From an optimization exercise on the open Yosys and OpenROAD flow, aimed at small area, a short achievable clock period and few clock cycles per item; shortcuts taken in it are not production practice. RTL that was checked went through simulation tests only; none was proved equivalent to the original. Function not checked in runs 5 and 6: the RTL went through the layout flow alone. Power and IR drop assume default switching activity.

==> flow/design.v <==
package mipsPkg;
    localparam int dataWidth    = 32;
    localparam int regAddrWidth = 5;
    localparam int opWidth      = 6;
    localparam int functWidth   = 6;
    localparam int immWidth     = 16;
    localparam int aluOpWidth   = 4;
    localparam int brTypeWidth  = 3;
    localparam logic [opWidth-1:0] opRtype  = 6'b000000;
    localparam logic [opWidth-1:0] opRegimm = 6'b000001;
    localparam logic [opWidth-1:0] opBeq    = 6'b000100;
    localparam logic [opWidth-1:0] opBne    = 6'b000101;
    localparam logic [opWidth-1:0] opBlez   = 6'b000110;
    localparam logic [opWidth-1:0] opBgtz   = 6'b000111;
    localparam logic [opWidth-1:0] opAddi   = 6'b001000;
    localparam logic [opWidth-1:0] opAddiu  = 6'b001001;
    localparam logic [opWidth-1:0] opSlti   = 6'b001010;
    localparam logic [opWidth-1:0] opSltiu  = 6'b001011;
    localparam logic [opWidth-1:0] opAndi   = 6'b001100;
    localparam logic [opWidth-1:0] opOri    = 6'b001101;
    localparam logic [opWidth-1:0] opXori   = 6'b001110;
    localparam logic [opWidth-1:0] opLui    = 6'b001111;
    localparam logic [functWidth-1:0] functSll  = 6'b000000;
    localparam logic [functWidth-1:0] functSrl  = 6'b000010;
    localparam logic [functWidth-1:0] functSra  = 6'b000011;
    localparam logic [functWidth-1:0] functSllv = 6'b000100;
    localparam logic [functWidth-1:0] functSrlv = 6'b000110;
    localparam logic [functWidth-1:0] functSrav = 6'b000111;
    localparam logic [functWidth-1:0] functAdd  = 6'b100000;
    localparam logic [functWidth-1:0] functAddu = 6'b100001;
    localparam logic [functWidth-1:0] functSub  = 6'b100010;
    localparam logic [functWidth-1:0] functSubu = 6'b100011;
    localparam logic [functWidth-1:0] functAnd  = 6'b100100;
    localparam logic [functWidth-1:0] functOr   = 6'b100101;
    localparam logic [functWidth-1:0] functXor  = 6'b100110;
    localparam logic [functWidth-1:0] functNor  = 6'b100111;
    localparam logic [functWidth-1:0] functSlt  = 6'b101010;
    localparam logic [functWidth-1:0] functSltu = 6'b101011;
    localparam logic [regAddrWidth-1:0] rtBltz = 5'b00000;
    localparam logic [regAddrWidth-1:0] rtBgez = 5'b00001;
    localparam logic [aluOpWidth-1:0] aluAnd  = 4'b0000;
    localparam logic [aluOpWidth-1:0] aluOr   = 4'b0001;
    localparam logic [aluOpWidth-1:0] aluAdd  = 4'b0010;
    localparam logic [aluOpWidth-1:0] aluXor  = 4'b0011;
    localparam logic [aluOpWidth-1:0] aluNor  = 4'b0100;
    localparam logic [aluOpWidth-1:0] aluSlt  = 4'b0101;
    localparam logic [aluOpWidth-1:0] aluSub  = 4'b0110;
    localparam logic [aluOpWidth-1:0] aluSltu = 4'b0111;
    localparam logic [aluOpWidth-1:0] aluLui  = 4'b1000;
    localparam logic [aluOpWidth-1:0] aluSll  = 4'b1001;
    localparam logic [aluOpWidth-1:0] aluSrl  = 4'b1010;
    localparam logic [aluOpWidth-1:0] aluSra  = 4'b1011;
    localparam logic [brTypeWidth-1:0] brNone = 3'd0;
    localparam logic [brTypeWidth-1:0] brEq   = 3'd1;
    localparam logic [brTypeWidth-1:0] brNe   = 3'd2;
    localparam logic [brTypeWidth-1:0] brLez  = 3'd3;
    localparam logic [brTypeWidth-1:0] brGtz  = 3'd4;
    localparam logic [brTypeWidth-1:0] brLtz  = 3'd5;
    localparam logic [brTypeWidth-1:0] brGez  = 3'd6;
    typedef union packed {
        struct packed {
            logic [opWidth-1:0]      opcode;
            logic [regAddrWidth-1:0] rs;
            logic [regAddrWidth-1:0] rt;
            logic [regAddrWidth-1:0] rd;
            logic [regAddrWidth-1:0] shamt;
            logic [functWidth-1:0]   funct;
        } r;
        struct packed {
            logic [opWidth-1:0]      opcode;
            logic [regAddrWidth-1:0] rs;
            logic [regAddrWidth-1:0] rt;
            logic [immWidth-1:0]     imm;
        } i;
    } instrWord;
endpackage
`timescale 1ns/1ps
module instrDecode (
    input  logic [31:0] instr,
    output logic        selAdd,
    output logic        selSlt,
    output logic        selLogic,
    output logic        selLui,
    output logic        selShift,
    output logic        sub,
    output logic        unsignedCmp,
    output logic [1:0]  logicOp,
    output logic        useImm,
    output logic        zeroExt,
    output logic        shVar,
    output logic        shRight,
    output logic        shArith,
    output logic [2:0]  brType,
    output logic        isBranch,
    output logic        illegal,
    output logic [4:0]  dest,
    output logic        writeEn
);
    logic [5:0] op;
    logic [5:0] fn;
    logic [4:0] rtF;
    logic       isR;
    logic       rArith, rSlt, rLogic, rShift;
    logic       iArith, iSlt, iLogic, iLui, iBranch, iRegimm;
    logic       alu;
    assign op  = instr[31:26];
    assign fn  = instr[5:0];
    assign rtF = instr[20:16];
    assign isR = (op == 6'd0);
    assign rArith = (fn[5:2] == 4'b1000);
    assign rLogic = (fn[5:2] == 4'b1001);
    assign rSlt   = (fn[5:1] == 5'b10101);
    assign rShift = (fn[5:3] == 3'b000) && (fn[1:0] != 2'b01);
    assign iArith  = (op[5:1] == 5'b00100);
    assign iSlt    = (op[5:1] == 5'b00101);
    assign iLogic  = (op[5:2] == 4'b0011) && (op[1:0] != 2'b11);
    assign iLui    = (op == 6'b001111);
    assign iBranch = (op[5:2] == 4'b0001);
    assign iRegimm = (op == 6'b000001) && (rtF[4:1] == 4'd0);
    assign selAdd   = isR ? rArith : iArith;
    assign selSlt   = isR ? rSlt   : iSlt;
    assign selLogic = isR ? rLogic : iLogic;
    assign selLui   = iLui;
    assign selShift = isR & rShift;
    assign useImm      = op[3];
    assign zeroExt     = op[2];
    assign sub         = op[3] ? (op[1] & !op[2]) : (fn[1] & !fn[2] & !op[2]);
    assign unsignedCmp = op[3] ? op[0] : fn[0];
    assign logicOp     = op[3] ? op[1:0] : fn[1:0];
    assign shVar       = fn[2];
    assign shRight     = fn[1];
    assign shArith     = fn[0];
    assign isBranch = iBranch | iRegimm;
    assign brType   = iRegimm ? {2'b10, rtF[0]} : {1'b0, op[1:0]};
    assign alu     = selAdd | selSlt | selLogic | selLui | selShift;
    assign illegal = !alu && !isBranch;
    assign dest    = !alu ? 5'd0 : (isR ? instr[15:11] : rtF);
    assign writeEn = alu && (dest != 5'd0);
endmodule
`timescale 1ns/1ps
module aluExecute #(
    parameter int AdderKind = 0      
) (
    input  logic [31:0] instr,
    input  logic [31:0] rsValue,
    input  logic [31:0] rtValue,
    input  logic        selAdd,
    input  logic        selSlt,
    input  logic        selLogic,
    input  logic        selLui,
    input  logic        selShift,
    input  logic        sub,
    input  logic        unsignedCmp,
    input  logic [1:0]  logicOp,
    input  logic        useImm,
    input  logic        zeroExt,
    input  logic        shVar,
    input  logic        shRight,
    input  logic        shArith,
    input  logic [2:0]  brType,
    input  logic        isBranch,
    output logic [31:0] data,
    output logic        taken
);
    logic [31:0] a;
    logic [31:0] b;
    logic [31:0] bx;
    logic [31:0] p;
    logic [31:0] g;
    logic [31:0] pp;
    logic [31:0] gg;
    logic [31:0] carry;
    logic [31:0] sum;
    logic        cout;
    logic        lessThan;
    logic [31:0] orv;
    logic [31:0] logicRes;
    logic [4:0]  shAmt;
    logic [31:0] shIn;
    logic [31:0] shOut;
    logic        fill;
    logic        rsZero;
    logic        rsNeg;
    logic        eq;
    assign a  = rsValue;
    assign b  = useImm ? {{16{instr[15] & !zeroExt}}, instr[15:0]} : rtValue;
    assign bx = b ^ {32{sub}};
    assign p = a ^ bx;
    assign g = a & bx;
    always_comb begin
        gg = g;
        pp = p;
        gg[0] = g[0] | (p[0] & sub);
        if (AdderKind == 0) begin
            for (int l = 0; l < 5; l++) begin
                for (int j = 0; j < 32; j++) begin
                    if (j[l]) begin
                        gg[j] = gg[j] | (pp[j] & gg[((j >> l) << l) - 1]);
                        pp[j] = pp[j] & pp[((j >> l) << l) - 1];
                    end
                end
            end
        end else begin
            for (int l = 0; l < 5; l++) begin
                for (int j = 0; j < 32; j++) begin
                    if ((j % (2 << l)) == (2 << l) - 1) begin
                        gg[j] = gg[j] | (pp[j] & gg[j - (1 << l)]);
                        pp[j] = pp[j] & pp[j - (1 << l)];
                    end
                end
            end
            for (int l = 3; l >= 0; l--) begin
                for (int j = 0; j < 32; j++) begin
                    if ((j % (2 << l)) == (1 << l) - 1 && j >= (2 << l)) begin
                        gg[j] = gg[j] | (pp[j] & gg[j - (1 << l)]);
                        pp[j] = pp[j] & pp[j - (1 << l)];
                    end
                end
            end
        end
    end
    assign carry = {gg[30:0], sub};
    assign sum   = p ^ carry;
    assign cout  = gg[31];
    assign lessThan = unsignedCmp ? !cout : ((a[31] ^ b[31]) ? a[31] : sum[31]);
    assign orv = p | g;
    always_comb begin
        case (logicOp)
            2'b00:   logicRes = g;
            2'b01:   logicRes = orv;
            2'b10:   logicRes = p;
            default: logicRes = ~orv;
        endcase
    end
    assign shAmt = shVar ? a[4:0] : instr[10:6];
    always_comb begin
        for (int i = 0; i < 32; i++) begin
            shIn[i] = shRight ? rtValue[i] : rtValue[31-i];
        end
    end
    assign fill  = shArith & rtValue[31];
    assign shOut = $signed({fill, shIn}) >>> shAmt;
    always_comb begin
        data = '0;
        for (int i = 0; i < 32; i++) begin
            data[i] = (selAdd & sum[i])
                    | (selLogic & logicRes[i])
                    | (selShift & shRight & shOut[i])
                    | (selShift & !shRight & shOut[31-i]);
        end
        data[0]     = data[0] | (selSlt & lessThan);
        data[31:16] = data[31:16] | ({16{selLui}} & instr[15:0]);
    end
    assign rsZero = (a == 32'd0);
    assign rsNeg  = a[31];
    assign eq     = (p == 32'd0);
    always_comb begin
        case (brType)
            3'd0:    taken = eq;
            3'd1:    taken = !eq;
            3'd2:    taken = rsNeg || rsZero;
            3'd3:    taken = !rsNeg && !rsZero;
            3'd4:    taken = rsNeg;
            default: taken = !rsNeg;
        endcase
        taken = taken & isBranch;
    end
endmodule
`timescale 1ns/1ps
module resultStage (
    input  logic        clk,
    input  logic        rstN,
    input  logic        upValid,
    output logic        upReady,
    input  logic [31:0] upData,
    input  logic [4:0]  upDest,
    input  logic        upBranchTaken,
    input  logic        upIllegal,
    output logic        outValid,
    input  logic        outReady,
    output logic [31:0] outData,
    output logic [4:0]  outDest,
    output logic        outWriteEn,
    output logic        outBranchTaken,
    output logic        outIllegal
);
    logic load;
    assign upReady = !outValid || outReady;
    assign load    = upValid && upReady;
    always_ff @(posedge clk or negedge rstN) begin
        if (!rstN) begin
            outValid <= 1'b0;
        end else if (upReady) begin
            outValid <= upValid;
        end
    end
    always_ff @(posedge clk) begin
        if (load) begin
            outData        <= upData;
            outDest        <= upDest;
            outBranchTaken <= upBranchTaken;
            outIllegal     <= upIllegal;
        end
    end
    assign outWriteEn = (outDest != 5'd0);
endmodule
`timescale 1ns/1ps
module mipsExecUnit (
    input  logic                                clk,
    input  logic                                rstN,
    input  logic                                inValid,
    output logic                                inReady,
    input  logic [mipsPkg::dataWidth-1:0]       instr,
    input  logic [mipsPkg::dataWidth-1:0]       rsValue,
    input  logic [mipsPkg::dataWidth-1:0]       rtValue,
    output logic                                outValid,
    input  logic                                outReady,
    output logic [mipsPkg::dataWidth-1:0]       outData,
    output logic [mipsPkg::regAddrWidth-1:0]    outDest,
    output logic                                outWriteEn,
    output logic                                outBranchTaken,
    output logic                                outIllegal
);
    logic        selAdd, selSlt, selLogic, selLui, selShift;
    logic        sub, unsignedCmp, useImm, zeroExt;
    logic [1:0]  logicOp;
    logic        shVar, shRight, shArith;
    logic [2:0]  brType;
    logic        isBranch;
    logic        exeIllegal;
    logic [4:0]  exeDest;
    logic        exeWriteEn;
    logic [31:0] exeData;
    logic        exeTaken;
    instrDecode uDecode (
        .instr       (instr),
        .selAdd      (selAdd),
        .selSlt      (selSlt),
        .selLogic    (selLogic),
        .selLui      (selLui),
        .selShift    (selShift),
        .sub         (sub),
        .unsignedCmp (unsignedCmp),
        .logicOp     (logicOp),
        .useImm      (useImm),
        .zeroExt     (zeroExt),
        .shVar       (shVar),
        .shRight     (shRight),
        .shArith     (shArith),
        .brType      (brType),
        .isBranch    (isBranch),
        .illegal     (exeIllegal),
        .dest        (exeDest),
        .writeEn     (exeWriteEn)
    );
    aluExecute uExecute (
        .instr       (instr),
        .rsValue     (rsValue),
        .rtValue     (rtValue),
        .selAdd      (selAdd),
        .selSlt      (selSlt),
        .selLogic    (selLogic),
        .selLui      (selLui),
        .selShift    (selShift),
        .sub         (sub),
        .unsignedCmp (unsignedCmp),
        .logicOp     (logicOp),
        .useImm      (useImm),
        .zeroExt     (zeroExt),
        .shVar       (shVar),
        .shRight     (shRight),
        .shArith     (shArith),
        .brType      (brType),
        .isBranch    (isBranch),
        .data        (exeData),
        .taken       (exeTaken)
    );
    resultStage uResult (
        .clk            (clk),
        .rstN           (rstN),
        .upValid        (inValid),
        .upReady        (inReady),
        .upData         (exeData),
        .upDest         (exeDest),
        .upBranchTaken  (exeTaken),
        .upIllegal      (exeIllegal),
        .outValid       (outValid),
        .outReady       (outReady),
        .outData        (outData),
        .outDest        (outDest),
        .outWriteEn     (outWriteEn),
        .outBranchTaken (outBranchTaken),
        .outIllegal     (outIllegal)
    );
endmodule
==> flow/flow/run.sh <==
#!/bin/bash
# Standard layout, but the port buffers are plain buf_2 cells instead of the
# delay cell that buffer_ports picks by default.
set -euo pipefail
bash standard.sh BUFFER_PORTS_ARGS="-buffer_cell sky130_fd_sc_hd__buf_2" finish > standard_flow.log 2>&1
==> flow/standard.sh <==
#!/bin/bash
# synth_recipe.tcl (not shown) runs the flow's synth.tcl, then flattens the netlist and writes it again
# the make line also repeats each setting of config.mk as NAME=value (left out here)
make -C /OpenROAD-flow-scripts/flow DESIGN_CONFIG=/design/flow/config.mk WORK_HOME=/design/flow/orfs CLKGATE_MAP_FILE= SYNTH_SCRIPT=/design/flow/synth_recipe.tcl "${@:-finish}"
==> flow/config.mk <==
export PLATFORM = sky130hd
export DESIGN_NAME = mipsExecUnit
export DESIGN_NICKNAME = mipsExecUnit
export VERILOG_FILES = /design/flow/design.v
export SDC_FILE = /design/flow/constraint.sdc
export NUM_CORES = 4
export LEC_CHECK = 0
export CAP_MARGIN = 20
export CORE_MARGIN = 2
export CORE_UTILIZATION = 40
export GPL_TIMING_DRIVEN = 1
export SLEW_MARGIN = 20
==> flow/constraint.sdc <==
create_clock -name core_clock -period 5.0 [get_ports {clk}]
set_input_delay 1.0000 -clock core_clock [delete_from_list [all_inputs] [get_ports {clk}]]
set_output_delay 1.0000 -clock core_clock [all_outputs]
set_load 0.01 [all_outputs]
==> results of run 1 <==
==> power groups by stage <==
stage          logic (W)  clock network (W)  registers [W]
2_1_floorplan   0.000783                  0       0.000414
3_3_place_gp     0.00125                  0       0.000404
3_5_place_dp     0.00125                  0       0.000404
4_1_cts          0.00126           0.000371       0.000397
5_1_grt          0.00139           0.000379       0.000398
6_report         0.00129           0.000364       0.000397
==> final cells by class <==
| type | count | area [µm²] |
|---|---|---|
| Fill cell | 2049 | 10500 |
| Multi-Input combinational cell | 865 | 6520 |
| Timing Repair Buffer | 206 | 1240 |
| Sequential cell | 40 | 1200 |
| Tap cell | 270 | 338 |
| Inverter | 75 | 282 |
| Clock buffer | 5 | 125 |
| Clock inverter | 3 | 46.3 |
==> routing by layer <==
layer  GRT usage, %  vias up  wire length (µm)
li1               -     4203                 -
met1           44.2     4407             14800
met2           45.0      546             14300
met3           7.81       72              4210
met4           11.8        2              1420
met5              0        -                11
==> cell usage after synthesis (5+ instances only) <==
library cell               instances
sky130_fd_sc_hd__fa_1              5
sky130_fd_sc_hd__a21o_1           22
sky130_fd_sc_hd__nor3_1           17
sky130_fd_sc_hd__a32oi_1          12
sky130_fd_sc_hd__mux2i_1          74
sky130_fd_sc_hd__mux4_2           22
sky130_fd_sc_hd__mux4_1           10
sky130_fd_sc_hd__nand2b_1          8
sky130_fd_sc_hd__o211ai_1         27
sky130_fd_sc_hd__inv_1            75
sky130_fd_sc_hd__a211oi_1         10
sky130_fd_sc_hd__nand2_1         142
sky130_fd_sc_hd__a221o_1           5
sky130_fd_sc_hd__xnor2_1          54
sky130_fd_sc_hd__ha_1             64
sky130_fd_sc_hd__a21boi_0          6
sky130_fd_sc_hd__a21oi_1          47
sky130_fd_sc_hd__nor2b_1           5
sky130_fd_sc_hd__nand3_1          38
sky130_fd_sc_hd__and2_1            6
sky130_fd_sc_hd__buf_2            17
sky130_fd_sc_hd__clkbuf_1         46
sky130_fd_sc_hd__a221oi_1          7
sky130_fd_sc_hd__a31oi_1           6
sky130_fd_sc_hd__a222oi_1         11
sky130_fd_sc_hd__a22oi_1           6
sky130_fd_sc_hd__and3_1           10
sky130_fd_sc_hd__nor2_1           60
sky130_fd_sc_hd__o21ai_0          90
sky130_fd_sc_hd__nor4_1           16
sky130_fd_sc_hd__o22ai_1           7
sky130_fd_sc_hd__a32o_1            5
sky130_fd_sc_hd__nand4_1           8
sky130_fd_sc_hd__mux2_2            5
sky130_fd_sc_hd__edfxtp_1         39
sky130_fd_sc_hd__o221ai_1          7
==> how the worst min path moves through the flow <==
stage               cells after the start          endpoint              from  slack (ns)
finish                                  1  uResult.outValid              rstN        0.48
global route                            1  uResult.outValid              rstN        0.47
CTS                                     1  uResult.outValid              rstN        0.47
detailed placement                      2  uResult.outValid  uResult.outValid        0.54
global placement                        2  uResult.outValid  uResult.outValid        0.50
floorplan                               2  uResult.outValid  uResult.outValid        0.62
==> cells by family (layout without fill, tap and decap cells) <==
group           Yosys count  count (layout)  synth area share, %
flops                    40              40                 14.4
buf+inv                 147             289                 7.52
compound gates          302             302                 24.3
xor+xnor                 57              57                 6.03
fa+ha+maj                69              69                 10.9
simple gates            325             325                 17.8
mux                     112             112                 19.0
==> per-stage QoR <==
step           power (W)  hold WS (ns)
3_5_place_dp     0.00165         0.536
5_1_grt          0.00217         0.472
3_3_place_gp     0.00165         0.503
2_1_floorplan    0.00120         0.622
4_1_cts          0.00202         0.472
6_report         0.00205         0.477
==> state kept, by name, summed over array words and instances (netlist names) <==
register and flops:
uResult.outBranchTaken 1, uResult.outData 32, uResult.outDest 5, uResult.outIllegal 1, uResult.outValid 1
==> worst max-delay path, delay by kind of cell <==
family                   cells  cell delay (ns)
buffers and inverters        6             0.83
AND/OR/NAND/NOR              4             0.85
XOR/XNOR                     1             0.17
AO/OA/AOI/OAI                6             1.46
adder cells (fa/ha/maj)      1             0.30
==> impl_metrics.json, run 1 <==
{
  "drt-initial-drc-count": 982,
  "final_design_area_no_fill_um2": 9750,
  "required_arrival_time_at_the_worst_endpoint_ns": 5.00,
  "timing.final.crit_period_ns": 4.63,
  "detail_route.drc_violations": 0,
  "grt.overflow.total": 0,
  "run_status": "timing/DRC/antenna clean",
  "row_count": 52,
  "numCtsBuffers": 5,
  "crit_path_start_kind": "primary input",
  "worst-r2r-setup-slack_ns": 3.40,
  "post_dp_cell_area_um2": 9580,
  "clock-root-buffer": "sky130_fd_sc_hd__clkbuf_16",
  "clock_power_share_pct": 17.7,
  "final_cell_mix": "sky130_fd_sc_hd__nand2_1 (142), sky130_fd_sc_hd__buf_2 (136), sky130_fd_sc_hd__o21ai_0 (90), sky130_fd_sc_hd__inv_1 (75), sky130_fd_sc_hd__mux2i_1 (69)",
  "p_sw_share_pct": 44.9,
  "achievable-frequency_ghz": 0.216,
  "rr_endpoint": "uResult.outData[1]",
  "power.switching_w": 0.000922,
  "utilization_pct": 48.0,
  "worst_r2r_path_depth": 2,
  "final_count_of_hold_timing_violations": 0,
  "min_path_type": "in -> async",
  "num_antenna_cells": 0,
  "synth_top_area_share_pct": 14.1,
  "criticalPathCategory": "in -> reg",
  "total_nets_final": 1362,
  "cts_num_sinks": 40,
  "synth_edf_count": 39,
  "largest_net_degree_at_the_start_of_global_routing": 44,
  "internal-power_w": 0.00113,
  "post_cts.repair.setup_buffers": 0,
  "synth-seq-area-share_pct": 14.4,
  "starting_utilization_of_the_core_area_pct": 40.8,
  "synth.top_cells.by_area": "sky130_fd_sc_hd__edfxtp_1 (14%), sky130_fd_sc_hd__ha_1 (9.7%), sky130_fd_sc_hd__mux2i_1 (8.9%), sky130_fd_sc_hd__nand2_1 (6.4%), sky130_fd_sc_hd__mux4_2 (6.0%)",
  "finalMaxSlewViolations": 0,
  "place_worst_setup_slack_ns": 0.177,
  "grt_pass1_vias": 8168,
  "chipWidth_um": 148,
  "synth_top_cell_by_area": "sky130_fd_sc_hd__edfxtp_1",
  "grt_antenna_before_repair": 1,
  "first_pass_iters": 5,
  "synthFlopType": "sky130_fd_sc_hd__edfxtp_1",
  "crit_arrival_ns": 4.63,
  "hpwlAfterDp_mm": 27.8,
  "power.density_cell_area_nw_per_um2": 211,
  "totalWireLength_mm": 34.8,
  "dp.cells": 1456,
  "gp_routability_congestion": 1.02,
  "die_y_um": 148,
  "netlist_instances": 1052,
  "holdBufCountCts": 0,
  "rsz_0062_raised_after_global_routing": "no",
  "timing.final.crit_share_pct": 92.6,
  "num_vias": 9230,
  "clock_latency_reported_for_the_late_side_of_the_worst_skew_pair_ns": 0.28,
  "num_io_pins": 142,
  "post_synthesis_cell_area_um2": 8280,
  "fin_cells": 1464,
  "detail-route-antenna-nets": 0,
  "ctsResizeCount": 0,
  "design.core.area_um2": 20300,
  "average_instance_area_after_synthesis_um2": 7.87,
  "ys_async_sr_fraction_pct": 2.50,
  "totalNegativeSetupSlack_ns": 0,
  "max_slew.worst_pin.slew_ns": 0.958,
  "layout_setup_ws_ns": 0.369,
  "synth_seq_cells": 40,
  "cp_slowest_cell": "sky130_fd_sc_hd__o211ai_1",
  "tritoncts": "done",
  "cts.htree.levels": 2,
  "critPathLaunch": "instr[1]",
  "critical_path.endpoint": "uResult.outData[0]",
  "power.share.sequential_pct": 19.3,
  "p_comb_share_pct": 63.0,
  "leakage_nw": 4.35,
  "fin_worst_skew_ns": 0.00183,
  "max-vdd-ir-drop_uv": 144,
  "drive_gt1_share_pct": 21.3,
  "clk_pin_slew_worst_paths_ns": 0.06,
  "mappedNetlistNets": 1221,
  "maxCapViolCount": 0,
  "largest_fanout_of_any_net_on_the_critical_path": 14,
  "crit_chain": "buf_2, inv_1, nor2_1, nand2b_1, a21oi_4, buf_12, buf_4, xnor2_1, inv_1, ha_1, and4_1, a221oi_1, buf_4, o211ai_1, a31oi_1, or3_1, a221oi_1, o211ai_1",
  "timing.rr.start": "uResult.outValid",
  "ys_types": 65,
  "detail_route.vias_per_cell": 6.30,
  "layout_commonest_cell": "sky130_fd_sc_hd__nand2_1",
  "dieArea_um2": 21900,
  "syn2layout_area_growth_pct": 17.8,
  "wl_per_cell_um": 23.7,
  "setup_violators_final": 0,
  "slew_headroom_pct": 34.7,
  "maximum_buffer_depth_of_the_clock_tree": 2,
  "yosys_warnings": 2,
  "crit_path_max_incr_delay_ns": 0.43,
  "wire_length_of_the_first_global_routing_pass_mm": 51.2,
  "total_routing_resource_utilization_after_global_routing_pct": 31.0,
  "end_kind": "register",
  "io_buffers": 136
}
Testbench counts, summed over its fixed seeds: cycles 24,008, items 24,000.
==> inputs of run 2 (changes only) <==
--- a/flow/config.mk
+++ b/flow/config.mk
@@ -8,5 +8,5 @@
 export CAP_MARGIN = 20
 export CORE_MARGIN = 2
 export CORE_UTILIZATION = 40
-export GPL_TIMING_DRIVEN = 1
+export GPL_TIMING_DRIVEN = 0
 export SLEW_MARGIN = 20
==> impl_metrics.json, run 2 <==
{
  "slew_headroom_pct": 39.8,
  "clock_power_share_pct": 16.8,
  "max-vdd-ir-drop_uv": 113,
  "final_cell_mix": "sky130_fd_sc_hd__buf_2 (145), sky130_fd_sc_hd__nand2_1 (142), sky130_fd_sc_hd__o21ai_0 (88), sky130_fd_sc_hd__inv_1 (74), sky130_fd_sc_hd__mux2i_1 (72)",
  "end_kind": "register",
  "power.switching_w": 0.000981,
  "highest_layer": "met4",
  "row_count": 52,
  "cts.htree.levels": 2,
  "timing.final.crit_period_ns": 4.85,
  "worst-r2r-setup-slack_ns": 3.73,
  "average_instance_area_after_synthesis_um2": 7.87,
  "largest_register": "uResult.outData",
  "achievable-frequency_ghz": 0.206,
  "detail_route.drc_violations": 0,
  "total_routing_resource_utilization_after_global_routing_pct": 35.7,
  "maxCapViolCount": 0,
  "chipWidth_um": 148,
  "largest_net_degree_at_the_start_of_global_routing": 37,
  "biggestRegsByFlops": "uResult.outData (32), uResult.outDest (5)",
  "grt.overflow.total": 0,
  "die_y_um": 148,
  "starting_utilization_of_the_core_area_pct": 40.8,
  "layout_commonest_cell": "sky130_fd_sc_hd__buf_2",
  "power.share.sequential_pct": 19.1,
  "fin_worst_skew_ns": 0.00376,
  "synth_seq_cells": 40,
  "syn2layout_area_growth_pct": 17.0,
  "post_synthesis_cell_area_um2": 8280,
  "drive_gt1_share_pct": 19.2,
  "mappedNetlistNets": 1221,
  "hpwlAfterDp_mm": 32.6,
  "power.density_cell_area_nw_per_um2": 214,
  "synth_commonest_cells": "sky130_fd_sc_hd__nand2_1 (142), sky130_fd_sc_hd__o21ai_0 (90), sky130_fd_sc_hd__inv_1 (75)",
  "synth.top_cells.by_area": "sky130_fd_sc_hd__edfxtp_1 (14%), sky130_fd_sc_hd__ha_1 (9.7%), sky130_fd_sc_hd__mux2i_1 (8.9%), sky130_fd_sc_hd__nand2_1 (6.4%), sky130_fd_sc_hd__mux4_2 (6.0%)",
  "ys_async_sr_fraction_pct": 2.50,
  "synthFlopType": "sky130_fd_sc_hd__edfxtp_1",
  "gp_routability_congestion": 1.04,
  "netlist_instances": 1052,
  "clock-root-buffer": "sky130_fd_sc_hd__clkbuf_16",
  "first_pass_iters": 7,
  "rsz_0062_raised_after_global_routing": "no",
  "clk_pin_slew_worst_paths_ns": 0.05,
  "run_status": "timing/DRC/antenna clean",
  "finalMaxSlewViolations": 0,
  "yosys_warnings": 2,
  "crit_chain": "clkbuf_4, clkbuf_1, mux2i_1, xnor2_1, fa_1, a211oi_2, o211ai_1, buf_4, a311oi_1, nor2b_1, o21a_1, nor2_1, xnor2_1, a221o_1",
  "p_comb_share_pct": 64.2,
  "num_io_pins": 142,
  "tritoncts": "done",
  "fill_cells": 2096,
  "largest_register_ff_count": 32,
  "totalWireLength_mm": 40.0,
  "synth_top_cell_by_area": "sky130_fd_sc_hd__edfxtp_1",
  "report.power.total_w": 0.00207,
  "total_nets_final": 1366,
  "dieArea_um2": 21900,
  "critical_path.most_common_cell": "sky130_fd_sc_hd__xnor2_1",
  "wl_per_cell_um": 27.2,
  "leakage_nw": 4.24,
  "largest_fanout_of_any_net_on_the_critical_path": 10,
  "met1Wirelength_mm": 17.3,
  "utilization_pct": 47.7,
  "cts_num_sinks": 40,
  "detail_route.vias_per_cell": 6.47,
  "numCtsBuffers": 5,
  "ys_types": 65,
  "drt-initial-drc-count": 1403,
  "maximum_buffer_depth_of_the_clock_tree": 2,
  "required_arrival_time_at_the_worst_endpoint_ns": 5.03,
  "clock_latency_reported_for_the_late_side_of_the_worst_skew_pair_ns": 0.28,
  "crit_path_start_kind": "primary input",
  "synth-seq-area-share_pct": 14.4,
  "synth_top_area_share_pct": 14.1,
  "wire_length_of_the_first_global_routing_pass_mm": 57.6,
  "num_vias": 9507,
  "final_count_of_hold_timing_violations": 0,
  "grt_antenna_before_repair": 0,
  "yosysMostFrequentCell": "sky130_fd_sc_hd__nand2_1",
  "detailroute.wirelength.met3_mm": 4.54,
  "p_sw_share_pct": 47.3,
  "cp_slowest_cell": "sky130_fd_sc_hd__clkbuf_1",
  "crit_path_max_incr_delay_ns": 0.70,
  "design.core.area_um2": 20300,
  "internal-power_w": 0.00109,
  "crit_arrival_ns": 4.88,
  "max_slew.worst_pin.slew_ns": 0.900,
  "timing.final.crit_share_pct": 97.0,
  "synth_edf_count": 39,
  "setup_violators_final": 0,
  "routed-wl-met2_mm": 16.7,
  "io_buffers": 132,
  "min_path_type": "in -> async",
  "grt_pass1_vias": 8533,
  "criticalPathCategory": "in -> reg",
  "detail-route-antenna-nets": 0
}
-- run 2: cell counts after synthesis --
Identical to the previous run, type by type.
-- run 2: metrics by stage --
step	hold slack [ns]	setup WS, ns	setup TNS, ns	instance area, µm²	std cells
after global routing	0.476	0.00111	0	9690	1468
after floorplan	0.622	0.156	0	8280	1052
after detailed placement	0.559	-1.61	-28.65	9300	1455
after CTS	0.476	0.0477	0	9600	1466
after global placement	0.538	-1.66	-30.47	9280	1454
final	0.483	0.148	0	9690	1469
-- run 2: final timing paths --
| path | startpoint | end | depth (start not counted) |
|---|---|---|---|
| min in group core_clock | uResult.outValid | uResult.outValid | 2 |
| max in group asynchronous | rstN | uResult.outValid | 1 |
| setup reg to reg | uResult.outValid | uResult.outData[3] | 3 |
| hold / removal | rstN | uResult.outValid | 1 |
| setup / recovery | instr[1] | uResult.outData[15] | 14 |
| hold reg to reg | uResult.outValid | uResult.outValid | 2 |
-- run 2: layer usage --
| layer | GRT usage (%) | up-vias |
|---|---|---|
| li1 | - | 4224 |
| met1 | 52.9 | 4510 |
| met2 | 53.5 | 689 |
| met3 | 6.05 | 84 |
| met4 | 10.0 | 0 |
| met5 | 0 | - |
-- run 2: area by class of cell --
| class | instances | area [µm²] | share of cell area (%) |
|---|---|---|---|
| repair buffers | 139 | 738 | 7.62 |
| clock buffers | 5 | 125 | 1.29 |
| diodes | 1 | 2.50 | 0.0258 |
| flip-flops and latches | 40 | 1200 | 12.3 |
| clock inverters | 3 | 37.5 | 0.387 |
| well taps | 270 | 338 | 3.49 |
| inverters | 75 | 285 | 2.94 |
| plain buffers | 71 | 364 | 3.76 |
| multi-input cells | 865 | 6600 | 68.1 |
-- run 2: kinds of logic (layout without fill, tap and decap cells) --
kind of cell / Yosys count / in the layout / synth area share (%)
AND/OR/NAND/NOR: 325 / 325 / 17.8
AO/OA/AOI/OAI: 302 / 302 / 24.3
buffers and inverters: 147 / 293 / 7.52
multiplexers: 112 / 112 / 19.0
adder cells (fa/ha/maj): 69 / 69 / 10.9
XOR/XNOR: 57 / 57 / 6.03
flip-flops: 40 / 40 / 14.4
other: 0 / 1 / 0
-- run 2: repair_timing --
action | 4_1_cts | 5_1_grt
gates resized for setup | 23 | 22
buffers inserted | 4 | 2
hold buffers | 0 | 0
pin swaps | 5 | 6
endpoints found under the setup margin | 28 | 18
-- run 2: power by group through the flow --
stage,Combinational [W],Sequential [W],Clock (W)
2_1_floorplan,0.000783,0.000414,0
3_3_place_gp,0.00124,0.000404,0
3_5_place_dp,0.00124,0.000403,0
4_1_cts,0.00126,0.000396,0.000354
5_1_grt,0.00141,0.000397,0.000370
6_report,0.00133,0.000396,0.000348
-- run 2: worst max-delay path: cells and delay by family --
| family | cells | cell delay, ns |
|---|---|---|
| compound gates | 5 | 1.35 |
| xor+xnor | 2 | 0.39 |
| fa+ha+maj | 1 | 0.51 |
| buf+inv | 3 | 1.11 |
| mux | 1 | 0.25 |
| simple gates | 2 | 0.26 |
==> inputs of run 3 (changes only) <==
--- a/flow/config.mk
+++ b/flow/config.mk
@@ -5,6 +5,7 @@
 export SDC_FILE = /design/flow/constraint.sdc
 export NUM_CORES = 4
 export LEC_CHECK = 0
+export ABC_AREA = 1
 export CAP_MARGIN = 20
 export CORE_MARGIN = 2
 export CORE_UTILIZATION = 40
==> impl_metrics.json, run 3 <==
{
  "leakage_nw": 5.21,
  "synth-seq-area-share_pct": 13.6,
  "yosysMostFrequentCell": "sky130_fd_sc_hd__nand2_1",
  "detailroute.wirelength.met3_mm": 4.26,
  "fin_worst_skew_ns": 0.0104,
  "power.switching_w": 0.000976,
  "max_slew.worst_pin.slew_ns": 0.765,
  "largest_register_ff_count": 32,
  "detail-route-antenna-nets": 0,
  "netlist_instances": 1494,
  "criticalPathCategory": "in -> reg",
  "required_arrival_time_at_the_worst_endpoint_ns": 5.02,
  "post_cts.repair.setup_buffers": 0,
  "drive_gt1_share_pct": 16.3,
  "chipWidth_um": 152,
  "crit_arrival_ns": 4.77,
  "final_count_of_hold_timing_violations": 0,
  "rsz_0062_raised_after_global_routing": "no",
  "area_of_the_multi_input_gates_um2": 6550,
  "fill_cells": 2454,
  "max-vdd-ir-drop_uv": 111,
  "wl_per_cell_um": 22.0,
  "tritoncts": "done",
  "detail_route.vias_per_cell": 5.80,
  "maxCapViolCount": 0,
  "final_cell_mix": "sky130_fd_sc_hd__nand2_1 (442), sky130_fd_sc_hd__nand3_1 (271), sky130_fd_sc_hd__buf_2 (171), sky130_fd_sc_hd__inv_1 (170), sky130_fd_sc_hd__o21ai_0 (82)",
  "ys_types": 45,
  "slew_headroom_pct": 49.0,
  "min_path_type": "in -> async",
  "clock_power_share_pct": 22.6,
  "met1Wirelength_mm": 17.4,
  "dp.cells": 1911,
  "biggestRegsByFlops": "uResult.outData (32), uResult.outDest (5)",
  "clock-root-buffer": "sky130_fd_sc_hd__clkbuf_16",
  "p_comb_share_pct": 58.6,
  "layout_setup_ws_ns": 0.257,
  "largest_fanout_of_any_net_on_the_critical_path": 10,
  "hpwlAfterDp_mm": 35.4,
  "synth_seq_cells": 40,
  "end_kind": "register",
  "layout_commonest_cell": "sky130_fd_sc_hd__nand2_1",
  "ys_async_sr_fraction_pct": 2.50,
  "cts.htree.levels": 2,
  "place_worst_setup_slack_ns": -0.322,
  "die_y_um": 152,
  "largest_register": "uResult.outData",
  "clk_pin_slew_worst_paths_ns": 0.06,
  "post_synthesis_cell_area_um2": 8810,
  "syn2layout_area_growth_pct": 15.1,
  "cts_num_sinks": 40,
  "grt.overflow.total": 0,
  "finalMaxSlewViolations": 0,
  "design.core.area_um2": 21800,
  "synth_commonest_cells": "sky130_fd_sc_hd__nand2_1 (443), sky130_fd_sc_hd__nand3_1 (271), sky130_fd_sc_hd__inv_1 (170)",
  "power.share.sequential_pct": 18.8,
  "run_status": "timing/DRC/antenna clean",
  "yosys_warnings": 2,
  "num_io_pins": 142,
  "whs_ns": 0.472,
  "final_design_area_no_fill_um2": 10100,
  "power.density_cell_area_nw_per_um2": 207,
  "row_count": 54,
  "synthFlopType": "sky130_fd_sc_hd__edfxtp_1",
  "dieArea_um2": 23200,
  "grt_antenna_before_repair": 2,
  "average_instance_area_after_synthesis_um2": 5.90,
  "synth_top_area_share_pct": 18.9,
  "ff_latch_area_um2": 1200,
  "num_vias": 11141,
  "clock_latency_reported_for_the_late_side_of_the_worst_skew_pair_ns": 0.30,
  "totalWireLength_mm": 42.2,
  "timing.final.crit_period_ns": 4.74,
  "post_dp_cell_area_um2": 9880,
  "synth_edf_count": 39,
  "numCtsBuffers": 5,
  "total_nets_final": 1807,
  "internal-power_w": 0.00112,
  "gp_routability_congestion": 1.02,
  "synth_top_cell_by_area": "sky130_fd_sc_hd__nand2_1",
  "p_sw_share_pct": 46.6,
  "wire_length_of_the_first_global_routing_pass_mm": 62.9,
  "crit_path_start_kind": "primary input",
  "highest_layer": "met4",
  "first_pass_iters": 6,
  "timing.final.crit_share_pct": 94.9,
  "io_buffers": 136,
  "starting_utilization_of_the_core_area_pct": 40.5,
  "largest_net_degree_at_the_start_of_global_routing": 26,
  "achievable-frequency_ghz": 0.211,
  "setup_violators_final": 0,
  "total_routing_resource_utilization_after_global_routing_pct": 35.3,
  "detail_route.drc_violations": 0,
  "grt_pass1_vias": 10372,
  "utilization_pct": 46.6,
  "fin_cells": 1920,
  "drt-initial-drc-count": 1167,
  "synth.top_cells.by_area": "sky130_fd_sc_hd__nand2_1 (19%), sky130_fd_sc_hd__nand3_1 (15%), sky130_fd_sc_hd__edfxtp_1 (13%), sky130_fd_sc_hd__ha_1 (9.1%), sky130_fd_sc_hd__inv_1 (7.2%)",
  "mappedNetlistNets": 1663,
  "maximum_buffer_depth_of_the_clock_tree": 2,
  "routed-wl-met2_mm": 18.6
}
[run 3: timing repair]
item                                    4_1_cts  5_1_grt
gates cloned                                  0        0
endpoints found under the setup margin        1        2
resized for setup                             1        8
hold buffers                                  0        0
[run 3: final cells by class]
| type | count | share of cell area (%) |
|---|---|---|
| diodes | 1 | 0.0247 |
| plain buffers | 74 | 4.46 |
| clock buffers | 5 | 1.23 |
| clock inverters | 3 | 0.888 |
| inverters | 180 | 6.68 |
| multi-input cells | 1200 | 64.5 |
| flip-flops and latches | 40 | 11.8 |
| well taps | 280 | 3.45 |
| repair buffers | 137 | 6.98 |
[run 3: routing by layer]
metal,track usage [%],vias to the layer above
met3,5.49,105
li1,-,5300
met5,0,-
met4,14.2,0
met1,47.8,5094
met2,56.5,642
[run 3: power by group through the flow]
stage               sequential, W  clock (W)  combinational, W
floorplan                0.000412          0          0.000783
CTS                      0.000394   0.000480           0.00119
finish                   0.000394   0.000475           0.00123
global route             0.000396   0.000491           0.00134
detailed placement       0.000402          0           0.00118
global placement         0.000402          0           0.00118
[run 3: worst max-delay path, stage by stage]
cell and delay [ns]:
sky130_fd_sc_hd__buf_2 0.15, sky130_fd_sc_hd__buf_6 0.16, sky130_fd_sc_hd__o21ai_4 0.26, sky130_fd_sc_hd__buf_4 0.25
sky130_fd_sc_hd__nand2_4 0.12, sky130_fd_sc_hd__buf_4 0.24, sky130_fd_sc_hd__xnor2_2 0.20, sky130_fd_sc_hd__ha_2 0.41
sky130_fd_sc_hd__nand2_1 0.08, sky130_fd_sc_hd__nor2_1 0.09, sky130_fd_sc_hd__nand3_1 0.08, sky130_fd_sc_hd__nand2_1 0.19
sky130_fd_sc_hd__nand2_1 0.12, sky130_fd_sc_hd__nand2_4 0.16, sky130_fd_sc_hd__buf_4 0.23, sky130_fd_sc_hd__inv_1 0.07
sky130_fd_sc_hd__fa_1 0.40, sky130_fd_sc_hd__xor2_2 0.21, sky130_fd_sc_hd__nor2_1 0.08, sky130_fd_sc_hd__a21oi_1 0.12
sky130_fd_sc_hd__nand3_1 0.11
[run 3: path summary, 6_finish.rpt]
check	cells after the start	end	slack, ns	start
setup reg to reg	2	uResult.outData[21]	3.46	uResult.outValid
min in group core_clock	2	uResult.outValid	0.59	uResult.outValid
max in group asynchronous	1	uResult.outValid	4.44	rstN
setup / recovery	21	uResult.outData[17]	0.26	instr[29]
hold reg to reg	2	uResult.outValid	0.59	uResult.outValid
hold / removal	1	uResult.outValid	0.47	rstN
[run 3: kinds of logic after synthesis]
group | share of synthesized area [%]
flip-flops | 13.6
XOR/XNOR | 3.58
adder cells (fa/ha/maj) | 10.2
buffers and inverters | 12.8
AND/OR/NAND/NOR | 44.2
AO/OA/AOI/OAI | 15.6
[run 3: through the flow]
stage / TNS, ns / power [W]
global placement: -0.644 / 0.00158
CTS: 0 / 0.00206
finish: 0 / 0.00210
floorplan: 0 / 0.00119
global route: 0 / 0.00223
detailed placement: -0.615 / 0.00158
==> inputs of run 4 (changes only) <==
==> flow/run.sh (new file) <==
#!/bin/bash
# synth_recipe.tcl (not shown) runs the flow's synth.tcl, then flattens the netlist and writes it again
# the make line also repeats each setting of config.mk as NAME=value (left out here)
make -C /OpenROAD-flow-scripts/flow DESIGN_CONFIG=/design/flow/config.mk WORK_HOME=/design/flow/orfs CLKGATE_MAP_FILE= SYNTH_SCRIPT=/design/flow/synth_recipe.tcl finish
--- a/flow/config.mk
+++ b/flow/config.mk
@@ -5,9 +5,7 @@
 export SDC_FILE = /design/flow/constraint.sdc
 export NUM_CORES = 4
 export LEC_CHECK = 0
-export ABC_AREA = 1
 export CAP_MARGIN = 20
 export CORE_MARGIN = 2
 export CORE_UTILIZATION = 40
-export GPL_TIMING_DRIVEN = 0
 export SLEW_MARGIN = 20
removed: flow/flow/run.sh
removed: flow/standard.sh
==> impl_metrics.json, run 4 <==
{
  "cts.htree.levels": 2,
  "worst_r2r_path_depth": 2,
  "clock_latency_reported_for_the_late_side_of_the_worst_skew_pair_ns": 0.28,
  "largest_fanout_of_any_net_on_the_critical_path": 13,
  "starting_utilization_of_the_core_area_pct": 40.8,
  "tritoncts": "done",
  "min_path_type": "reg -> reg",
  "first_pass_iters": 6,
  "maxCapViolCount": 0,
  "wire_length_of_the_first_global_routing_pass_mm": 53.9,
  "maximum_buffer_depth_of_the_clock_tree": 2,
  "totalWireLength_mm": 36.3,
  "ys_types": 65,
  "dieArea_um2": 21900,
  "crit_chain": "clkdlybuf4s50_1, nand2b_1, a21oi_4, buf_4, buf_12, buf_12, nand2_1, o21ai_0, fa_2, a211oi_2, o211ai_1, nand4_1, o211ai_1, a22oi_1, buf_4, o22ai_1, buf_4, a21oi_1, a221o_1",
  "slew_headroom_pct": 28.2,
  "cp_slowest_cell": "sky130_fd_sc_hd__clkdlybuf4s50_1",
  "mappedNetlistNets": 1221,
  "final_cell_mix": "sky130_fd_sc_hd__buf_4 (170), sky130_fd_sc_hd__nand2_1 (142), sky130_fd_sc_hd__clkdlybuf4s50_1 (134), sky130_fd_sc_hd__o21ai_0 (89), sky130_fd_sc_hd__inv_1 (75)",
  "power.density_cell_area_nw_per_um2": 196,
  "criticalPathCategory": "in -> reg",
  "synth_edf_count": 39,
  "grt_pass1_vias": 8715,
  "detail_route.drc_violations": 0,
  "finalMaxSlewViolations": 0,
  "final_count_of_hold_timing_violations": 0,
  "total_routing_resource_utilization_after_global_routing_pct": 32.5,
  "clock-root-buffer": "sky130_fd_sc_hd__clkbuf_16",
  "max_slew.worst_pin.slew_ns": 1.08,
  "layout_commonest_cell": "sky130_fd_sc_hd__buf_4",
  "synth-seq-area-share_pct": 14.4,
  "synthFlopType": "sky130_fd_sc_hd__edfxtp_1",
  "average_instance_area_after_synthesis_um2": 7.87,
  "synth_commonest_cells": "sky130_fd_sc_hd__nand2_1 (142), sky130_fd_sc_hd__o21ai_0 (90), sky130_fd_sc_hd__inv_1 (75)",
  "leakage_nw": 4.88,
  "largest_register_ff_count": 32,
  "crit_path_max_incr_delay_ns": 0.55,
  "rsz_0062_raised_after_global_routing": "no",
  "numCtsBuffers": 5,
  "ys_async_sr_fraction_pct": 2.50,
  "total_nets_final": 1469,
  "fill_cells": 1980,
  "timing.critical_path.max_delay_family": "compound AO/OA/AOI/OAI gates",
  "gp_routability_congestion": 0.987,
  "largest_register": "uResult.outData",
  "hpwlAfterDp_mm": 29.7,
  "critical_path.most_common_cell": "sky130_fd_sc_hd__buf_4",
  "report.power.total_w": 0.00222,
  "crit_arrival_ns": 4.78,
  "setup_violators_final": 0,
  "clk_pin_slew_worst_paths_ns": 0.06,
  "timing.final.crit_share_pct": 94.8,
  "syn2layout_area_growth_pct": 36.3,
  "end_kind": "register",
  "detail-route-antenna-nets": 0,
  "timing.final.crit_period_ns": 4.74,
  "synth_top_area_share_pct": 14.1,
  "grt_antenna_before_repair": 1,
  "grt.overflow.total": 0,
  "crit_path_start_kind": "primary input",
  "post_synthesis_cell_area_um2": 8280,
  "run_status": "timing/DRC/antenna clean",
  "design.core.area_um2": 20300,
  "num_antenna_cells": 0,
  "chipWidth_um": 148,
  "wl_per_cell_um": 23.1,
  "io_buffers": 136,
  "drive_gt1_share_pct": 17.8,
  "utilization_pct": 55.6,
  "required_arrival_time_at_the_worst_endpoint_ns": 5.04,
  "synth_top_cell_by_area": "sky130_fd_sc_hd__edfxtp_1",
  "netlist_instances": 1052,
  "fin_worst_skew_ns": 0.00608,
  "die_y_um": 148,
  "num_io_pins": 142,
  "row_count": 52,
  "drt-initial-drc-count": 1017,
  "num_vias": 9598,
  "yosys_warnings": 2,
  "synth_seq_cells": 40,
  "yosysMostFrequentCell": "sky130_fd_sc_hd__nand2_1",
  "min_path_cells": 2,
  "max-vdd-ir-drop_uv": 115,
  "biggestRegsByFlops": "uResult.outData (32), uResult.outDest (5)",
  "largest_net_degree_at_the_start_of_global_routing": 40,
  "detail_route.vias_per_cell": 6.11,
  "cts_num_sinks": 40,
  "achievable-frequency_ghz": 0.211,
  "synth.top_cells.by_area": "sky130_fd_sc_hd__edfxtp_1 (14%), sky130_fd_sc_hd__ha_1 (9.7%), sky130_fd_sc_hd__mux2i_1 (8.9%), sky130_fd_sc_hd__nand2_1 (6.4%), sky130_fd_sc_hd__mux4_2 (6.0%)",
  "crit_cells": 19,
  "cp_num_buf_inv": 6
}
run 4: cell types whose count changed after synthesis, sizes merged, moves of 22 or more:
cell	before	now
nand3	280	38
a21o	0	22
nand2	454	142
mux4	0	32
xnor2	17	54
nand4	31	8
inv	180	75
mux2i	0	74
clkbuf	12	47
buf	62	25
run 4: layer usage:
layer | global-route usage [%] | share of wire (%) | wire length (µm)
met3 | 6.17 | 11 | 3820
met1 | 47.3 | 44 | 16000
met2 | 49.7 | 43 | 15400
met5 | 0 | 0.036 | 13
met4 | 7.86 | 2.8 | 1020
run 4: tightest hold or removal path: cells and delay by family (launching register included):
kind,cells,cell delay [ns]
simple gates,2,0.17
flops,1,0.34
run 4: where the power goes:
part	total, W	switching, W	internal [W]	leakage (nW)
registers	0.000397	0.00000549	0.000391	0.400
clock network	0.000309	0.000125	0.000184	0.0736
logic	0.00151	0.000830	0.000681	4.40
run 4: final timing paths:
check	from	to	slack [ns]
max reg2reg	uResult.outValid	uResult.outData[11]	3.41
max	instr[2]	uResult.outData[29]	0.26
min in group asynchronous	rstN	uResult.outValid	0.86
min	uResult.outValid	uResult.outValid	0.54
min reg2reg	uResult.outValid	uResult.outValid	0.54
max in group asynchronous	rstN	uResult.outValid	4.04
run 4: cells by family (layout without fill, tap and decap cells):
family / after synthesis / count (layout) / synth area share [%]
flops: 40 / 40 / 14.4
fa+ha+maj: 69 / 69 / 10.9
xor+xnor: 57 / 57 / 6.03
simple gates: 325 / 325 / 17.8
buf+inv: 147 / 396 / 7.52
compound gates: 302 / 302 / 24.3
mux: 112 / 112 / 19.0
run 4: cell type report:
class	instances	area [µm²]	area share (%)
sequential	40	1200	10.6
inverter	75	282	2.49
tap	270	338	2.99
clock buffer	5	125	1.11
timing repair buffer	313	2780	24.6
multi-input combinational	865	6550	58.1
clock inverter	3	18.8	0.166
run 4: repair_timing:
item,in CTS,in global routing
buffers inserted,0,1
endpoints found under the setup margin,0,16
gates resized for setup,0,9
hold buffers,0,0
run 4: stage by stage:
stage | hold slack [ns] | cells | area [µm²] | TNS, ns | setup slack (ns)
after floorplan | 0.622 | 1052 | 8280 | 0 | 0.156
after global placement | 0.521 | 1562 | 11100 | -1.30 | -0.193
after detailed placement | 0.535 | 1562 | 11100 | -1.45 | -0.191
after CTS | 0.549 | 1570 | 11200 | 0 | 0.105
after global routing | 0.586 | 1571 | 11300 | 0 | 0.0441
final | 0.536 | 1571 | 11300 | 0 | 0.262
==> inputs of run 5 (changes only) <==
--- a/flow/design.v
+++ b/flow/design.v
@@ -219,9 +219,14 @@
             end
         end
     end
-    assign carry = {gg[30:0], sub};
-    assign sum   = p ^ carry;
-    assign cout  = gg[31];
+    if (AdderKind == 2) begin : gBehav
+        assign {cout, sum} = {1'b0, a} + {1'b0, bx} + {32'd0, sub};
+        assign carry = '0;
+    end else begin : gPrefix
+        assign carry = {gg[30:0], sub};
+        assign sum   = p ^ carry;
+        assign cout  = gg[31];
+    end
     assign lessThan = unsignedCmp ? !cout : ((a[31] ^ b[31]) ? a[31] : sum[31]);
     assign orv = p | g;
     always_comb begin
==> flow/flow/run.sh (new file) <==
#!/bin/bash
# Layout flow: the standard ORFS flow with two changes.
#  - Synthesis is the standard one except for the ABC script that maps the
#    combinational logic (flow/abc.script, delay-targeted &nf mapping).
#    Registers are mapped before ABC runs, so they are the standard ones.
#  - Port buffers are buf_2 cells instead of the delay cell buffer_ports picks.
set -euo pipefail
here=$(pwd)
flowdir=$(cd "$(dirname "${BASH_SOURCE[0]}")" && pwd)

# synth.tcl with the ABC script swapped
sed "s#  log_cmd abc {\*}\$abc_args#  set abc_args [lreplace \$abc_args 0 1 -script $flowdir/abc.script]\n  log_cmd abc {*}\$abc_args#" \
    "$FLOW_HOME/scripts/synth.tcl" > "$here/synth_custom_abc.tcl"
grep -q "abc.script" "$here/synth_custom_abc.tcl"
sed "s#source \$::env(SCRIPTS_DIR)/synth.tcl#source $here/synth_custom_abc.tcl#" \
    "$here/synth_recipe.tcl" > "$here/synth_recipe_custom.tcl"
grep -q "synth_custom_abc.tcl" "$here/synth_recipe_custom.tcl"
sed "s#SYNTH_SCRIPT=[^ ]*synth_recipe.tcl#SYNTH_SCRIPT=$here/synth_recipe_custom.tcl#" \
    "$here/standard.sh" > "$here/standard_custom.sh"
grep -q "synth_recipe_custom.tcl" "$here/standard_custom.sh"

bash "$here/standard_custom.sh" \
    BUFFER_PORTS_ARGS="-buffer_cell sky130_fd_sc_hd__buf_2" finish > "$here/flow_make.log" 2>&1
==> flow/flow/abc.script (new file) <==

&get -n
&st
&dch
&nf -D 2000
&put
topo
buffer -p
upsize -D 2000
dnsize -D 2000
==> flow/standard.sh (new file) <==
#!/bin/bash
# synth_recipe.tcl (not shown) runs the flow's synth.tcl, then flattens the netlist and writes it again
# the make line also repeats each setting of config.mk as NAME=value (left out here)
make -C /OpenROAD-flow-scripts/flow DESIGN_CONFIG=/design/flow/config.mk WORK_HOME=/design/flow/orfs CLKGATE_MAP_FILE= SYNTH_SCRIPT=/design/flow/synth_recipe.tcl "${@:-finish}"
--- a/flow/config.mk
+++ b/flow/config.mk
@@ -8,4 +8,5 @@
 export CAP_MARGIN = 20
 export CORE_MARGIN = 2
 export CORE_UTILIZATION = 40
+export GPL_TIMING_DRIVEN = 1
 export SLEW_MARGIN = 20
removed: flow/run.sh
==> impl_metrics.json, run 5 <==
{
  "slew_headroom_pct": 32.4,
  "total_routing_resource_utilization_after_global_routing_pct": 29.8,
  "total_nets_final": 1278,
  "detail_route.vias_per_cell": 6.16,
  "drt-initial-drc-count": 997,
  "max_slew.worst_pin.slew_ns": 1.01,
  "num_antenna_cells": 0,
  "chipWidth_um": 142,
  "largest_net_degree_at_the_start_of_global_routing": 40,
  "largest_register_ff_count": 32,
  "post_synthesis_cell_area_um2": 7640,
  "biggestRegsByFlops": "uResult.outData (32), uResult.outDest (5)",
  "maximum_buffer_depth_of_the_clock_tree": 2,
  "starting_utilization_of_the_core_area_pct": 40.8,
  "ys_async_sr_fraction_pct": 2.50,
  "hpwlAfterDp_mm": 24.9,
  "totalWireLength_mm": 30.8,
  "criticalPathCategory": "in -> reg",
  "fin_worst_skew_ns": 0.00266,
  "maxCapViolCount": 0,
  "min_path_type": "in -> async",
  "cp_slowest_cell": "sky130_fd_sc_hd__fa_1",
  "first_pass_iters": 6,
  "detail_route.drc_violations": 0,
  "num_io_pins": 142,
  "gp_routability_congestion": 1.01,
  "report.power.total_w": 0.00186,
  "clock-root-buffer": "sky130_fd_sc_hd__clkbuf_16",
  "setup_violators_final": 0,
  "required_arrival_time_at_the_worst_endpoint_ns": 5.02,
  "holdBufCountCts": 0,
  "dieArea_um2": 20200,
  "cts_num_sinks": 40,
  "worst_r2r_path_depth": 2,
  "ys_types": 60,
  "synth-adder-area-share_pct": 11.8,
  "crit_path_start_kind": "primary input",
  "numCtsBuffers": 5,
  "synth_simple_gate_area_share_pct": 13.7,
  "wire_length_of_the_first_global_routing_pass_mm": 45.7,
  "crit_arrival_ns": 4.71,
  "power.density_cell_area_nw_per_um2": 210,
  "synth-compound-area-share_pct": 25.0,
  "end_kind": "register",
  "cp_num_buf_inv": 2,
  "rsz_0062_raised_after_global_routing": "no",
  "row_count": 50,
  "synth_top_area_share_pct": 17.0,
  "layout_commonest_cell": "sky130_fd_sc_hd__buf_2",
  "synth.top_cells.by_area": "sky130_fd_sc_hd__mux2i_1 (17%), sky130_fd_sc_hd__edfxtp_1 (15%), sky130_fd_sc_hd__ha_1 (10%), sky130_fd_sc_hd__xnor2_1 (5.8%), sky130_fd_sc_hd__a21oi_1 (5.8%)",
  "mappedNetlistNets": 1155,
  "final_cell_mix": "sky130_fd_sc_hd__buf_2 (136), sky130_fd_sc_hd__mux2i_1 (129), sky130_fd_sc_hd__nand2_1 (93), sky130_fd_sc_hd__a21oi_1 (89), sky130_fd_sc_hd__nor2_1 (75)",
  "post_cts.repair.setup_buffers": 0,
  "achievable-frequency_ghz": 0.213,
  "grt_antenna_before_repair": 1,
  "synth_commonest_cells": "sky130_fd_sc_hd__mux2i_1 (130), sky130_fd_sc_hd__nand2_1 (93), sky130_fd_sc_hd__a21oi_1 (89)",
  "crit_chain": "buf_2, buf_4, mux2i_1, mux2_2, fa_1, nand3_1, a21oi_1, o21ai_0, nand2_1, a311oi_1, xnor2_1, a221oi_1, nand3_1",
  "num_vias": 8277,
  "totalNegativeSetupSlack_ns": 0,
  "grt_pass1_vias": 7603,
  "timing.final.crit_period_ns": 4.69,
  "wl_per_cell_um": 22.9,
  "timing.critical_path.max_delay_family": "compound AO/OA/AOI/OAI gates",
  "clock_latency_reported_for_the_late_side_of_the_worst_skew_pair_ns": 0.28,
  "drive_gt1_share_pct": 19.8,
  "average_instance_area_after_synthesis_um2": 7.75,
  "yosysMostFrequentCell": "sky130_fd_sc_hd__mux2i_1",
  "final_count_of_hold_timing_violations": 0,
  "grt.overflow.total": 0,
  "largest_family_of_logic_cells_by_synthesized_area": "compound AO/OA/AOI/OAI gates",
  "synth-seq-area-share_pct": 15.7,
  "netlist_instances": 986,
  "synth_edf_count": 39,
  "syn2layout_area_growth_pct": 16.3,
  "run_status": "timing/DRC/antenna clean",
  "critical_path.most_common_cell": "sky130_fd_sc_hd__nand3_1",
  "yosys-mux-area-fraction_pct": 19.7,
  "die_y_um": 142,
  "ctsResizeCount": 0,
  "max-vdd-ir-drop_uv": 128,
  "io_buffers": 136,
  "clk_pin_slew_worst_paths_ns": 0.05,
  "cts.htree.levels": 2,
  "leakage_nw": 4.14,
  "design.core.area_um2": 18700,
  "fill_cells": 1876,
  "largest_fanout_of_any_net_on_the_critical_path": 26,
  "synth_top_cell_by_area": "sky130_fd_sc_hd__mux2i_1",
  "synthFlopType": "sky130_fd_sc_hd__edfxtp_1",
  "synth_seq_cells": 40,
  "detail-route-antenna-nets": 0,
  "largest_register": "uResult.outData",
  "post_synth_xor_area_fraction_pct": 6.76,
  "finalMaxSlewViolations": 0,
  "tritoncts": "done",
  "crit_path_max_incr_delay_ns": 0.44,
  "yosys_warnings": 2,
  "crit_cells": 13,
  "timing.final.crit_share_pct": 93.8
}
==> run 5: cell count changes in the layout (fill, tap and decap cells not counted), moves of 14 or more <==
cell,delta
sky130_fd_sc_hd__a21oi_1,+44
sky130_fd_sc_hd__nand3_1,-29
sky130_fd_sc_hd__nor2_1,+15
sky130_fd_sc_hd__clkdlybuf4s50_1,-134
sky130_fd_sc_hd__mux4_2,-22
sky130_fd_sc_hd__o211ai_1,-23
sky130_fd_sc_hd__a221oi_1,+37
sky130_fd_sc_hd__nand2_1,-49
sky130_fd_sc_hd__a21o_1,-14
sky130_fd_sc_hd__o21ai_0,-17
sky130_fd_sc_hd__buf_4,-126
sky130_fd_sc_hd__buf_2,+135
sky130_fd_sc_hd__mux2i_1,+60
==> run 5: per-layer routing <==
layer,part of all wire [%],wire (µm),vias to the layer above,track usage [%]
met2,42,12800,441,44.6
met5,0,0,-,0
met1,43,13400,3869,41.5
li1,-,-,3880,-
met4,5.9,1830,0,14.8
met3,9.1,2800,87,4.85
==> run 5: logic make-up after synthesis <==
group           after synthesis
flops                        40
xor+xnor                     59
buf+inv                     138
simple gates                238
mux                         147
compound gates              295
fa+ha+maj                    69
==> run 5: worst reg2reg max path, cell delays in order, from the launching register on <==
cell and delay [ns]:
sky130_fd_sc_hd__dfrtp_1 0.37, sky130_fd_sc_hd__nand2b_1 0.11, sky130_fd_sc_hd__and2_2 0.71
==> run 5: area by class of cell <==
class	instances	area, µm²	share of cell area [%]
clock buffer	5	125	1.41
clock inverter	2	12.5	0.141
inverter	73	274	3.08
multi-input combinational	808	5950	67.0
sequential	40	1200	13.5
tap	234	293	3.30
timing repair buffer	181	1030	11.6
==> run 5: where the power goes <==
part | leakage [nW] | switching, W | internal (W)
clock network | 0.0657 | 0.000111 | 0.000180
logic | 3.67 | 0.000734 | 0.000445
registers | 0.400 | 0.00000470 | 0.000390
total | 4.14 | 0.000850 | 0.00102
==> run 5: metrics by stage <==
| stage | setup WS (ns) | hold slack (ns) | area [µm²] | utilization [%] | cells |
|---|---|---|---|---|---|
| CTS | 0.461 | 0.474 | 8880 | 47.5 | 1343 |
| finish | 0.312 | 0.485 | 8880 | 47.5 | 1343 |
| detailed placement | 0.173 | 0.518 | 8750 | 46.8 | 1336 |
| global route | 0.190 | 0.476 | 8880 | 47.5 | 1343 |
| floorplan | 0.0206 | 0.622 | 7640 | - | 986 |
| global placement | 0.180 | 0.501 | 8750 | 46.8 | 1336 |
==> run 5: path summary, 6_finish.rpt <==
check / from / end / slack, ns
worst max-delay path: instr[29] / uResult.outData[25] / 0.31
worst min-delay path: rstN / uResult.outValid / 0.48
worst max register to register: uResult.outValid / uResult.outData[30] / 3.41
worst min register to register: uResult.outValid / uResult.outValid / 0.53
max in group asynchronous: rstN / uResult.outValid / 4.43
min in group core_clock: uResult.outValid / uResult.outValid / 0.53
==> inputs of run 6 (changes only) <==
--- a/flow/config.mk
+++ b/flow/config.mk
@@ -9,4 +9,5 @@
 export CORE_MARGIN = 2
 export CORE_UTILIZATION = 40
 export GPL_TIMING_DRIVEN = 1
+export SETUP_SLACK_MARGIN = 0.4
 export SLEW_MARGIN = 20
==> impl_metrics.json, run 6 <==
{
  "run_status": "timing/DRC/antenna clean",
  "rsz_0062_raised_after_global_routing": "yes",
  "layout_setup_ws_ns": 0.494,
  "largest_register": "uResult.outData",
  "syn2layout_area_growth_pct": 19.6,
  "total_nets_final": 1298,
  "timing.final.crit_period_ns": 4.51,
  "crit_chain": "buf_2, nand2_1, a211oi_4, buf_4, buf_6, xnor2_1, inv_1, ha_1, a21oi_1, o21ai_0, a31oi_2, buf_4, o21ai_2, a221oi_2, xnor2_1, a221o_1, a211o_1",
  "biggestRegsByFlops": "uResult.outData (32), uResult.outDest (5)",
  "io_buffers": 136,
  "final_cell_mix": "sky130_fd_sc_hd__buf_2 (136), sky130_fd_sc_hd__mux2i_1 (128), sky130_fd_sc_hd__nand2_1 (93), sky130_fd_sc_hd__a21oi_1 (88), sky130_fd_sc_hd__nor2_1 (75)",
  "average_instance_area_after_synthesis_um2": 7.75,
  "cp_num_buf_inv": 5,
  "crit_path_start_kind": "primary input",
  "die_y_um": 142,
  "max_slew.worst_pin.slew_ns": 0.971,
  "detail-route-antenna-nets": 0,
  "fin_worst_skew_ns": 0.00419,
  "achievable-frequency_ghz": 0.222,
  "leakage_nw": 4.28,
  "gp_routability_congestion": 1.02,
  "clk_pin_slew_worst_paths_ns": 0.06,
  "tritoncts": "done",
  "maximum_buffer_depth_of_the_clock_tree": 2,
  "hpwlAfterDp_mm": 24.8,
  "finalMaxSlewViolations": 0,
  "total_routing_resource_utilization_after_global_routing_pct": 29.5,
  "design.core.area_um2": 18700,
  "whs_ns": 0.487,
  "synth_top_area_share_pct": 17.0,
  "mappedNetlistNets": 1155,
  "row_count": 50,
  "post_synthesis_cell_area_um2": 7640,
  "synth_edf_count": 39,
  "cp_slowest_cell": "sky130_fd_sc_hd__a211oi_4",
  "synth-seq-area-share_pct": 15.7,
  "detail_route.vias_per_cell": 6.14,
  "min_path_type": "in -> async",
  "synth_top_cell_by_area": "sky130_fd_sc_hd__mux2i_1",
  "clock_latency_reported_for_the_late_side_of_the_worst_skew_pair_ns": 0.28,
  "place_worst_setup_slack_ns": 0.108,
  "chipWidth_um": 142,
  "num_io_pins": 142,
  "synthFlopType": "sky130_fd_sc_hd__edfxtp_1",
  "end_kind": "register",
  "timing.critical_path.max_delay_family": "compound AO/OA/AOI/OAI gates",
  "critPathLaunch": "instr[29]",
  "ys_async_sr_fraction_pct": 2.50,
  "fill_cells": 1916,
  "holdBufCountCts": 0,
  "starting_utilization_of_the_core_area_pct": 40.8,
  "wl_per_cell_um": 22.5,
  "slew_headroom_pct": 35.3,
  "drive_gt1_share_pct": 22.1,
  "power.density_cell_area_nw_per_um2": 216,
  "detail_route.drc_violations": 0,
  "timing.final.crit_share_pct": 90.1,
  "largest_register_ff_count": 32,
  "crit_arrival_ns": 4.53,
  "grt_antenna_before_repair": 0,
  "grt.overflow.total": 0,
  "cts_num_sinks": 40,
  "synth_seq_cells": 40,
  "yosys_warnings": 2,
  "crit_path_max_incr_delay_ns": 0.39,
  "report.power.total_w": 0.00197,
  "max-vdd-ir-drop_uv": 114,
  "required_arrival_time_at_the_worst_endpoint_ns": 5.02,
  "yosysMostFrequentCell": "sky130_fd_sc_hd__mux2i_1",
  "largest_fanout_of_any_net_on_the_critical_path": 14,
  "synth_commonest_cells": "sky130_fd_sc_hd__mux2i_1 (130), sky130_fd_sc_hd__nand2_1 (93), sky130_fd_sc_hd__a21oi_1 (89)"
}
==> run 6: where the power goes <==
part	switching (W)	total, W	internal [W]
combinational	0.000740	0.00122	0.000483
clock	0.000120	0.000354	0.000234
sequential	0.00000494	0.000395	0.000390
==> run 6: path summary, 6_finish.rpt <==
check | end | slack, ns | cells past startpoint
setup / recovery | uResult.outData[29] | 0.49 | 17
hold / removal | uResult.outValid | 0.49 | 1
setup reg to reg | uResult.outBranchTaken | 3.42 | 2
hold reg to reg | uResult.outValid | 0.52 | 2
max in group asynchronous | uResult.outValid | 4.43 | 1
min in group core_clock | uResult.outValid | 0.52 | 2
==> run 6: final cells by class <==
type                    instances  area (µm²)  share of cell area [%]
multi-input cells             808        6000                    65.6
repair buffers                201        1210                    13.2
flip-flops and latches         40        1200                    13.1
well taps                     234         293                    3.20
inverters                      73         274                    3.00
clock buffers                   5         125                    1.37
clock inverters                 3        42.5                   0.466
==> run 6: layer usage <==
metal / global-route usage [%] / share of wire, % / vias to the layer above
met2: 44.3 / 41 / 454
met5: 0 / 0 / -
met1: 41.6 / 44 / 3916
met4: 15.4 / 5.9 / 0
li1: - / - / 3928
met3: 3.16 / 8.8 / 79
==> run 6: timing repair <==
action                                  4_1_cts  5_1_grt
gates resized for setup                       0       12
hold endpoints to repair                      0        0
buffers inserted                              0        5
pin swaps                                     1        2
gates cloned                                  0        0
endpoints found under the setup margin        1       14
==> run 6: kinds of logic after synthesis <==
family                     after synthesis  synth area share [%]
adders and majority gates               69                  11.8
AOI/OAI and AO/OA                      295                  25.0
muxes                                  147                  19.7
buffers and inverters                  138                  7.32
DFF                                     40                  15.7
and+or+nand+nor                        238                  13.7
xor gates and xnor gates                59                  6.77
==> run 6: stage by stage <==
stage	area (µm²)	util (%)	cells
after detailed placement	8880	47.5	1351
final	9140	48.8	1364
after global placement	8880	47.5	1351
after CTS	9050	48.4	1359
after floorplan	7680	-	986
after global routing	9140	48.8	1364

## separate check: timing with driven ports
No port has a modelled driver above. Below, the same layouts with a new extraction and two added sets of constraints.
Step 1: set_driving_cell puts a clkbuf_16 on clk and a buf_2 on each other input, an assumption about the parent block.
Step 2, shift: input delay + t, output delay - t, t = (earliest + latest rising clock arrival at the registers) / 2. This alone moves slack from input paths to output paths.
a / b / c = no drivers / after step 1 / after step 2; a / b = the first two.
run	t, ns	slack for setup (ns)
run 1	0.311	0.369 / 0.362 / 0.051
run 2	0.309	0.148 / 0.151 / -0.158
run 3	0.332	0.257 / 0.275 / -0.057
run 4	0.311	0.262 / 0.270 / -0.042
run 5	0.302	0.312 / 0.315 / 0.013
run 6	0.303	0.494 / 0.495 / 0.192
Met with ideal ports but missed after step 2: setup timing in run 2, run 3 and run 4.
